Background: an optimization exercise with open tools, aiming at small area and a short achievable clock period. Do not read the settings as production practice. No functional check of the RTL was part of this run. Power is estimated from default activity; no workload was simulated.

==> flow/design.v <==
package rv_pkg;
  localparam int XLEN = 32;
  localparam int REG_ADDR_W = 5;
  localparam int NUM_REGS = 32;
endpackage
module rv_core_top (
  input  logic                          clk_i,
  input  logic                          arst_n_i,
  input  logic                          instr_valid_i,
  input  logic [rv_pkg::XLEN-1:0]       instr_i,
  input  logic [rv_pkg::XLEN-1:0]       pc_i,
  output logic                          rd_we_o,
  output logic [rv_pkg::REG_ADDR_W-1:0] rd_addr_o,
  output logic [rv_pkg::XLEN-1:0]       rd_data_o,
  output logic                          illegal_o
);
  logic [6:0] opcode;
  logic [2:0] funct3;
  logic [6:0] funct7;
  logic [4:0] rd, rs1, rs2;
  logic       is_lui, is_auipc, is_opimm, is_op, is_alu;
  logic       f7_zero, f7_alt, legal;
  assign opcode = instr_i[6:0];
  assign funct3 = instr_i[14:12];
  assign funct7 = instr_i[31:25];
  assign rd     = instr_i[11:7];
  assign rs1    = instr_i[19:15];
  assign rs2    = instr_i[24:20];
  assign is_lui   = (opcode == 7'b0110111);
  assign is_auipc = (opcode == 7'b0010111);
  assign is_opimm = (opcode == 7'b0010011);
  assign is_op    = (opcode == 7'b0110011);
  assign is_alu   = is_opimm | is_op;
  assign f7_zero  = (funct7 == 7'b0000000);
  assign f7_alt   = (funct7 == 7'b0100000);
  always_comb begin
    legal = is_lui | is_auipc;
    if (is_opimm) begin
      if (funct3 == 3'b001)      legal = f7_zero;
      else if (funct3 == 3'b101) legal = f7_zero | f7_alt;
      else                       legal = 1'b1;
    end
    if (is_op) begin
      legal = f7_zero | (f7_alt & (funct3 == 3'b000 || funct3 == 3'b101));
    end
  end
  logic [31:0] regs [1:31];
  logic [31:0] regs_nxt [1:31];
  logic [31:1] valid;
  logic [31:1] valid_nxt;
  logic [31:1] wr_en;
  logic [31:0] rs1_data, rs2_data;
  always_comb begin
    for (int i = 1; i < 32; i++) begin
      wr_en[i] = rd_we_o && (rd_addr_o == 5'(i));
    end
  end
  assign valid_nxt = valid | wr_en;
  always_comb begin
    for (int i = 1; i < 32; i++) begin
      regs_nxt[i] = wr_en[i] ? rd_data_o : regs[i];
    end
  end
  always_ff @(posedge clk_i or negedge arst_n_i) begin
    if (!arst_n_i) begin
      valid <= '0;
    end else begin
      valid <= valid_nxt;
    end
  end
  always_ff @(posedge clk_i) begin
    for (int i = 1; i < 32; i++) begin
      regs[i] <= regs_nxt[i];
    end
  end
  logic [31:1] rs1_sel, rs2_sel;
  always_comb begin
    for (int i = 1; i < 32; i++) begin
      rs1_sel[i] = (rs1 == 5'(i)) && valid_nxt[i];
      rs2_sel[i] = (rs2 == 5'(i)) && valid_nxt[i];
    end
  end
  always_comb begin
    rs1_data = '0;
    rs2_data = '0;
    for (int i = 1; i < 32; i++) begin
      rs1_data = rs1_data | ({32{rs1_sel[i]}} & regs_nxt[i]);
      rs2_data = rs2_data | ({32{rs2_sel[i]}} & regs_nxt[i]);
    end
  end
  logic [31:0] imm, op_a, op_b;
  logic [4:0]  shamt;
  assign imm  = is_alu ? {{20{instr_i[31]}}, instr_i[31:20]} : {instr_i[31:12], 12'b0};
  assign op_a = is_auipc ? pc_i : (is_lui ? 32'b0 : rs1_data);
  assign op_b = is_op ? rs2_data : imm;
  assign shamt = op_b[4:0];
  logic        do_sub, shift_left, arith;
  logic [32:0] sum;
  logic        lt_s, lt_u;
  logic [31:0] sh_in, sh_out, sh_rev;
  logic [31:0] result;
  assign do_sub = is_alu && ((funct3 == 3'b010) || (funct3 == 3'b011) ||
                             (is_op && funct3 == 3'b000 && instr_i[30]));
  assign sum    = {1'b0, op_a} + {1'b0, op_b ^ {32{do_sub}}} + {32'b0, do_sub};
  assign lt_u   = !sum[32];
  assign lt_s   = (op_a[31] ^ op_b[31]) ? op_a[31] : sum[31];
  assign shift_left = !funct3[2];
  assign arith      = instr_i[30] && op_a[31];
  always_comb begin
    for (int i = 0; i < 32; i++) sh_in[i] = shift_left ? op_a[31-i] : op_a[i];
  end
  assign sh_out = 32'($signed({arith, sh_in}) >>> shamt);
  always_comb begin
    for (int i = 0; i < 32; i++) sh_rev[i] = sh_out[31-i];
  end
  always_comb begin
    result = sum[31:0];
    if (is_alu) begin
      case (funct3)
        3'b001:  result = sh_rev;
        3'b010:  result = {31'b0, lt_s};
        3'b011:  result = {31'b0, lt_u};
        3'b100:  result = op_a ^ op_b;
        3'b101:  result = sh_out;
        3'b110:  result = op_a | op_b;
        3'b111:  result = op_a & op_b;
        default: result = sum[31:0];
      endcase
    end
  end
  logic wb_fire;
  assign wb_fire = instr_valid_i && legal && (rd != 5'b0);
  always_ff @(posedge clk_i or negedge arst_n_i) begin
    if (!arst_n_i) begin
      rd_we_o   <= 1'b0;
      illegal_o <= 1'b0;
      rd_addr_o <= '0;
      rd_data_o <= '0;
    end else begin
      rd_we_o   <= wb_fire;
      illegal_o <= instr_valid_i && !legal;
      if (wb_fire) begin
        rd_addr_o <= rd;
        rd_data_o <= result;
      end
    end
  end
endmodule
==> flow/run.sh <==
#!/bin/bash
# synth_recipe.tcl (not shown) runs the flow's synth.tcl, then flattens the netlist and writes it again
# the make line also repeats each setting of config.mk as NAME=value (left out here)
make -C /OpenROAD-flow-scripts/flow DESIGN_CONFIG=/design/flow/config.mk WORK_HOME=/design/flow/orfs CLKGATE_MAP_FILE= SYNTH_SCRIPT=/design/flow/synth_recipe.tcl finish
==> flow/config.mk <==
export PLATFORM = sky130hd
export DESIGN_NAME = rv_core_top
export DESIGN_NICKNAME = rv_core_top
export VERILOG_FILES = /design/flow/design.v
export SDC_FILE = /design/flow/constraint.sdc
export NUM_CORES = 4
export LEC_CHECK = 0
export ABC_AREA = 1
export CAP_MARGIN = 20
export CORE_MARGIN = 2
export CORE_UTILIZATION = 40
export SETUP_SLACK_MARGIN = 3
export SLEW_MARGIN = 20
==> flow/constraint.sdc <==
create_clock -name core_clock -period 9.0 [get_ports {clk_i}]
set_input_delay 1.8000 -clock core_clock [delete_from_list [all_inputs] [get_ports {clk_i}]]
set_output_delay 1.8000 -clock core_clock [all_outputs]
set_load 0.01 [all_outputs]
==> results_tabular.tex <==
\begin{tabular}{lr}
\hline
Metric & Value \\
\hline
\multicolumn{2}{l}{\textbf{Floorplan}} \\
Number of cell rows & 136 \\
Starting utilization of the core area & 0.401 \\
I/O pin count & 106 \\
Core outline area & 0.137 mm² \\
Chip Width & 375 µm \\
Floorplan die area & 0.140 mm² \\
Die outline height & 375 µm \\
\multicolumn{2}{l}{\textbf{Flow run}} \\
Max-capacitance violation count & 0 \\
\multicolumn{2}{l}{\textbf{STA}} \\
Unrepaired setup endpoints after global routing & yes \\
Slew headroom & 0.188 \\
Final worst setup slack & 2.84 ns \\
Worst hold slack after final layout & 0.486 ns \\
Summed negative setup slack over all endpoints & 0 ns \\
Slew at the pin closest to its max-slew limit & 1.22 ns \\
Post-route clock period utilization & 0.685 \\
Clock period minus final worst setup slack & 6.16 ns \\
Setup Viol. Count Final & 0 \\
Number of max-slew violations in the final report & 0 \\
Post-Route Skew & 0.0469 ns \\
Highest clock rate & 0.162 GHz \\
Hold violation total from the final report & 0 \\
\multicolumn{2}{l}{\textbf{Placed design}} \\
Routability cong. & 1.09 \\
Number of port buffers & 105 \\
DP Cell Count & 9994 \\
Pre-CTS WS & 0.619 ns \\
Dpl hpwl & 224000 µm \\
\multicolumn{2}{l}{\textbf{Route}} \\
Number of violations reported at the end of detailed-routing iteration 0 & 12800 \\
Pre-Repair DR Iteration Count & 12 \\
Vias post-DR & 66900 \\
DR vias/cell & 6.34 \\
Number of nets still failing antenna checks after routing & 0 \\
Total Routed Length & 354000 µm \\
Drt wl/cell & 33.6 µm \\
Number of remaining DRC errors & 0 \\
\multicolumn{2}{l}{\textbf{Global route}} \\
Initial antenna violation count & 48 \\
Met2 Track Usage GR & 0.659 \\
GRT Total Usage & 0.484 \\
Global-route track usage on met3 & 0.233 \\
Via count of the first global-routing pass & 59300 \\
Global-route wire length before repair & 476000 µm \\
Most Crowded Layer GR & met2 \\
Met1 layer usage reported by global route & 0.561 \\
Largest net degree at the start of global routing & 66 \\
Overflow after GRT & 0 \\
\multicolumn{2}{l}{\textbf{Yosys}} \\
Number of enable-type register cells in the synthesized netlist & 0 \\
Register area share after synthesis & 0.393 \\
Synthesized net count & 8538 \\
Mean post-synth cell area & 6.56 µm² \\
Async set-or-reset flop fraction in the synthesized netlist & 0.0659 \\
Unique masters post-synth & 58 \\
Area share of the largest cell type after synthesis & 0.361 \\
Synth Instances & 8375 \\
Library cell with the largest summed area after synthesis & dfxtp\_1 \\
Post-synthesis instance area & 0.0550 mm² \\
Synth Warn \# & 3 \\
Ranking of synthesized cells by area & dfxtp\_1 (36\%), nand2\_1 (24\%), o21ai\_0 (8.4\%), nand3\_1 (4.3\%), nor2\_1 (3.3\%) \\
Number of register bits inferred by synthesis & 1062 \\
Commonest register cell after synthesis & dfxtp\_1 \\
\multicolumn{2}{l}{\textbf{CTS}} \\
Cell at the root of the clock tree & clkbuf\_16 \\
CTS H-tree depth & 3 \\
Latest clock arrival within the worst-skew pair & 0.79 ns \\
TritonCTS Buffers & 115 \\
Maximum buffer depth of the clock tree & 3 \\
CTS tree & done \\
Post-cts hold buffer count & 0 \\
Clk sinks & 1062 \\
Clock transition at the registers of the reported paths & 0.07 ns \\
\multicolumn{2}{l}{\textbf{Power and ir drop}} \\
Power density over cell area & 166 mW/mm² \\
Worst IR Drop VDD & 0.177 mV \\
Total chip power & 0.0113 W \\
Leak Pwr & 29.5 nW \\
\multicolumn{2}{l}{\textbf{Cells and area}} \\
Leading cell type in the layout, fill and taps excluded & nand2\_1 \\
Most used cells in the layout excluding fill and tap cells & nand2\_1 (3468), dfxtp\_1 (992), o21ai\_0 (894), buf\_4 (471), nor2\_1 (457) \\
Number of standard cells in the layout, taps in and fillers out & 10600 \\
Net count of the finished layout & 8797 \\
Layout cells sized above 1 & 0.132 \\
Area Growth Syn to Fin & 23.8\% \\
\multicolumn{2}{l}{\textbf{Worst setup path}} \\
Worst-path fanout max & 32 \\
Required time worst endpoint & 9.60 ns \\
Kind of start point of the critical path & register \\
Data arrival time of the critical path & 6.76 ns \\
Critical Path End Type & register \\
Critical path class & reg -> reg \\
\multicolumn{2}{l}{\textbf{Status}} \\
Outcome & no timing/DRC/antenna violations \\
\multicolumn{2}{l}{\textbf{Min path}} \\
Hold/Removal Path Class & reg -> reg \\
\hline
\end{tabular}
==> logic make-up after synthesis <==
group	synth area share
xor gates and xnor gates	0.00669
and+or+nand+nor	0.342
DFF	0.393
adders and majority gates	0.0220
buffers and inverters	0.0682
AOI/OAI and AO/OA	0.168
==> synth_stat cells (27+ instances only) <==
cell / count
nor4_1: 27
dfrtp_1: 70
a22o_1: 51
ha_1: 95
nand2_1: 3519
inv_1: 280
nor2_1: 483
o21ai_0: 921
xor2_1: 29
a221oi_1: 73
a22oi_1: 177
a21oi_1: 155
nand4_1: 121
nand3_1: 477
clkbuf_1: 327
buf_2: 217
o21ai_1: 136
dfxtp_1: 992
==> stage by stage <==
stage          utilization  instance area, µm²
2_1_floorplan            -               55000
3_3_place_gp         0.434               59500
3_5_place_dp         0.435               59600
4_1_cts              0.486               66600
5_1_grt              0.496               68000
6_report             0.497               68000
==> worst max-delay path, cell delays in order (launching register included) <==
cell	delay, ns
dfrtp_2	0.52
nand2_4	0.14
inv_4	0.38
nand3_4	0.28
buf_4	0.37
nand2_1	0.11
o21ai_0	0.21
nand2_1	0.18
nand2_4	0.06
a221oi_4	0.23
nand4_1	0.16
nor3_2	0.20
nand4_1	0.53
o21ai_1	0.31
buf_4	0.22
nand2_1	0.06
o21ai_1	0.07
inv_1	0.08
ha_4	0.24
nand2_2	0.11
inv_1	0.06
a21oi_2	0.19
nor3_2	0.06
nor2_2	0.14
nand2_2	0.11
xor2_2	0.18
o211ai_1	0.57
o21ai_1	0.14
==> power breakdown <==
group / leakage (nW) / internal (W) / switching, W / total, W
logic: 18.7 / 0.000323 / 0.00100 / 0.00133
clock network: 1.87 / 0.00277 / 0.00217 / 0.00494
registers: 8.87 / 0.00486 / 0.000160 / 0.00502
==> flip-flops by register name (all words and copies together), names as in the netlist <==
signal,count
regs,992
rd_data_o,32
valid,31
rd_addr_o,5
illegal_o,1
rd_we_o,1
==> cell type report <==
cell class / count / area [µm²]
clock inverter: 44 / 494
inverter: 300 / 1180
sequential: 1062 / 21600
timing repair inverter: 1 / 8.76
multi-input combinational: 6437 / 31800
antenna: 35 / 87.6
tap: 1794 / 2240
fill: 13800 / 69000
clock buffer: 163 / 3290
timing repair buffer: 717 / 7350
==> repair_timing <==
action                     CTS  global route
setup endpoints to repair   31            28
gates cloned                24             2
resized for setup          207           187
setup buffers              223            65
pin swaps                   80            86
==> worst paths after layout <==
| kind | startpoint | end | slack [ns] | cells after the start |
|---|---|---|---|---|
| max reg2reg | rd_addr_o[1] | rd_data_o[15] | 2.84 | 27 |
| min | regs[17][7] | regs[17][7] | 0.49 | 2 |
| max in group asynchronous | arst_n_i | rd_addr_o[0] | 6.61 | 2 |
| max | rd_addr_o[1] | rd_data_o[15] | 2.84 | 27 |
| min in group asynchronous | arst_n_i | rd_data_o[22] | 1.03 | 1 |
| min reg2reg | regs[17][7] | regs[17][7] | 0.49 | 2 |
==> layer usage <==
layer  wire length (µm)  part of all wire  vias to the layer above
met3              58800              0.17                     1900
met4              38000              0.11                       42
met2             135000              0.38                     6176
met1             121000              0.34                    30700
li1                   -                 -                    28100
met5                437            0.0012                        -

port drivers added, routing unchanged:
The flow's constraints put no driver on any port. The routed layout listed below was extracted and timed again, unchanged, in two steps. Step 1, drivers: a clkbuf_16 drives clk_i and a buf_2 each remaining input, both assumed. Step 2, shift: input delay + t, output delay - t, t = (earliest + latest rising clock arrival at the registers) / 2. This alone moves slack from input paths to output paths. Slacks: ideal / step 1 / step 2; pairs: ideal / step 1.
t, ns: 0.853
setup slack, ns: 2.838 / 2.838 / 2.058
latest minus earliest clock arrival (ns): 0.052 / 0.052
slew at the worst register clock pin (ns): 0.07 / 0.07
cell pins on the clock port's net: 1
After both steps setup and hold are still met in this run. The setup slack of this run moves by 0.000 ns with the drivers and by -0.780 ns with both steps.
